Context: an optimization exercise on an open-source flow, tuned for small area, a short achievable clock period and few clock cycles per item. The choices shown serve that exercise and are no tape-out recipe. Only simulation tests tie the RTL to the original design; equivalence was not proved. Power figures rest on the tool's default switching activity, not on a simulated workload.

Setup of fjord:
==> flow/design.v (excerpt) <==
module goertzel_power_detect #(
   parameter int OW       = 20,
   parameter int PW       = 2*OW+1,
   parameter int HOLD_ON  = 3,
   parameter int HOLD_OFF = 3
) (
   input  logic            i_clk,
   input  logic            i_rst,
   input  logic [2*OW-1:0] s_axis_tdata,
   input  logic            s_axis_tvalid,
   output logic            s_axis_tready,
   output logic [PW-1:0]   m_axis_tdata,
   output logic            m_axis_tuser,
   output logic            m_axis_tvalid,
   input  logic            m_axis_tready,
   input  logic [PW-1:0]   i_threshold,
   output logic            o_detect
);
Size: ~130 I/O pins, about 0.017 mm² of cells after synthesis.
==> flow/config.mk <==
export PLATFORM = sky130hd
export DESIGN_NAME = goertzel_power_detect
export DESIGN_NICKNAME = goertzel_power_detect
export VERILOG_FILES = /design/flow/design.v
export SDC_FILE = /design/flow/constraint.sdc
export NUM_CORES = 4
export LEC_CHECK = 0
export CAP_MARGIN = 20
export CORE_MARGIN = 2
export CORE_UTILIZATION = 40
export CTS_BUF_LIST = sky130_fd_sc_hd__clkbuf_8
export SETUP_SLACK_MARGIN = 3.5
export SLEW_MARGIN = 20
export SYNTH_HIERARCHICAL = 1
export SYNTH_MINIMUM_KEEP_SIZE = 0
==> flow/constraint.sdc <==
create_clock -name core_clock -period 8.0 [get_ports {i_clk}]
set_input_delay 1.6000 -clock core_clock [delete_from_list [all_inputs] [get_ports {i_clk}]]
set_output_delay 1.6000 -clock core_clock [all_outputs]
set_load 0.01 [all_outputs]
standard.sh (not shown) runs the stock make flow with config.mk's settings and CLKGATE_MAP_FILE= SYNTH_SCRIPT=/design/flow/synth_recipe.tcl, a recipe that flattens the netlist after the stock synthesis.
==> flow/flow/run.sh <==
#!/bin/bash
# Standard ORFS layout (the standard.sh, standard synthesis unchanged),
# with the port buffers made from the smallest buffer cell.
set -euo pipefail
bash standard.sh BUFFER_PORTS_ARGS="-buffer_cell sky130_fd_sc_hd__buf_1" finish > standard_flow.log 2>&1
Testbench counts of fjord, summed over its fixed seeds: cycles 2,072, items 2,048.
Here is what was changed in the inputs of harbor compared with fjord.
- CTS_BUF_LIST removed (was sky130_fd_sc_hd__clkbuf_8)
### Flow results
- harbor ended up with a lower clock-pin transition on the worst setup and hold timing paths than fjord did.
- Detailed-route wire length essentially unchanged between fjord and harbor.
- Diff fjord -> harbor: post-layout worst setup margin has increased; count of buffers not belonging to the clock network in the layout fell 3.3%.

---

Setup of 04-04:
Another version of the RTL of goertzel_power_detect (not shown whole).
Size in the first run: about 1700 cells after synthesis, roughly 130 I/O pins, roughly 0.018 mm² of cells after synthesis.
clock: 8.0 ns
lec_check: 0
cap_margin: 20
core_margin: 2
core_utilization: 40
cts_buf_list: sky130_fd_sc_hd__clkbuf_8
setup_slack_margin: 4.1
slew_margin: 20
synth_hierarchical: 1
synth_minimum_keep_size: 0
Scripts as last shown in full above: flow/flow/run.sh
No stage failed in 04-04, and the final checks on the layout all came back clean.
Testbench counts of 04-04, summed over its fixed seeds: cycles 2,072, items 2,048.
> inputs changed (04-04 -> 03-09)
- SETUP_SLACK_MARGIN now 3.95, was 4.1
Results
Critical path startpoint = m_axis_tready: 03-09; critical path startpoint = g_in.r_re[3]: 04-04
Global-route track usage on met2, 03-09 and 04-04: smaller value in 03-09
Minimum period implied by the final worst setup slack was higher in the run labelled 03-09.
Max critical path arrival across 03-09 and 04-04: 04-04
Against 04-04, 03-09 reports a post-route fraction of the period consumed by the critical path that is higher.
From 04-04 to 03-09 the numbers moved as follows: fraction of layout cells with a size suffix above 1 decreased by 2.7 points relative to the old numbers; clock slew seen by the registers of the worst setup and hold paths down 20 ps; logic gate share of total power went down 1.5 points.

---

goertzel_power_detect, a different RTL version from the one above (not shown whole).
For scale: about 1600 cells after synthesis, about 130 I/O pins.
clock: 8.0 ns
lec_check: 0
cap_margin: 20
core_margin: 2
core_utilization: 40
cts_buf_list: sky130_fd_sc_hd__clkbuf_8
setup_slack_margin: 4.2
slew_margin: 20
synth_hierarchical: 1
synth_minimum_keep_size: 0
Scripts as last shown in full above: flow/flow/run.sh
Testbench counts at the start, summed over its fixed seeds: cycles 2,072, items 2,048.
Then changed:
Settings changed: SETUP_SLACK_MARGIN 4.2 to 4.3.
Global-route usage came out higher by 1.4 points; setup slack improves by 0.021 ns; final area went up by 4.4%; flip-flop and latch count is unchanged; power grows by 2.7%; final cell count increases by 1.8%; wire length rises by 4.8%.

---

Starting RTL as in the previous note.
export LEC_CHECK = 0
export CAP_MARGIN = 20
export CORE_MARGIN = 2
export CORE_UTILIZATION = 40
export CTS_BUF_LIST = sky130_fd_sc_hd__clkbuf_8
export SETUP_SLACK_MARGIN = 4.0
export SLEW_MARGIN = 20
export SYNTH_HIERARCHICAL = 1
export SYNTH_MINIMUM_KEEP_SIZE = 0
create_clock -name core_clock -period 8.0 [get_ports {i_clk}]
Scripts as last shown in full above: flow/flow/run.sh
Testbench counts at the start, summed over its fixed seeds: cycles 2,072, items 2,048.
Rerun with:
--- a/flow/config.mk
+++ b/flow/config.mk
@@ -10,5 +10,5 @@
 export CORE_UTILIZATION = 40
 export CTS_BUF_LIST = sky130_fd_sc_hd__clkbuf_8
-export SETUP_SLACK_MARGIN = 4.0
+export SETUP_SLACK_MARGIN = 4.1
 export SLEW_MARGIN = 20
 export SYNTH_HIERARCHICAL = 1
Cell area rose by 1.0%.
Count of clock-buffer cells in the layout falls by 1.
Worst setup slack improved by 94 ps.
Power grows by 1.4%.
Via count climbs by about 1%.
Synthesized area does not change.
Routed wire length is higher by about 1.3%.

## separate check: timing with driven ports
Ports are ideal in the flow. The routed layouts listed here were re-timed in OpenROAD. Step 1 (the two cells are an assumption about what drives the block):
set clk [get_ports {i_clk}]
set_driving_cell -lib_cell sky130_fd_sc_hd__clkbuf_16 $clk
set_driving_cell -lib_cell sky130_fd_sc_hd__buf_2 [delete_from_list [all_inputs] $clk]
Step 2 times the ports against the registers' clock, not the clock port: input delays grow and output delays shrink by t, the midpoint of the rising clock arrivals with the driver on. Slacks: no drivers / after step 1 / after step 2; pairs: no drivers / after step 1.
run	t, ns	setup WS [ns]	hold WS [ns]
fjord	0.568	3.606 / 3.606 / 3.606	0.456 / 0.456 / 0.456
harbor	0.508	3.616 / 3.616 / 3.616	0.452 / 0.452 / 0.452
04-04	0.577	4.168 / 4.168 / 3.647	0.459 / 0.459 / 0.459
03-09	0.577	4.008 / 3.984 / 3.578	0.436 / 0.436 / 0.436
the first run of note 3	0.570	4.240 / 4.232 / 3.726	0.447 / 0.447 / 0.447
the second run of note 3	0.565	4.261 / 4.261 / 3.832	0.449 / 0.449 / 0.449
the first run of note 4	0.559	4.095 / 4.095 / 3.603	0.437 / 0.437 / 0.437
the second run of note 4	0.565	4.189 / 4.189 / 3.781	0.440 / 0.440 / 0.440
After both steps setup and hold are still met in every run listed. For 04-04, which loses most, drivers alone change the setup slack by 0.000 ns; drivers and shift together by -0.521 ns.
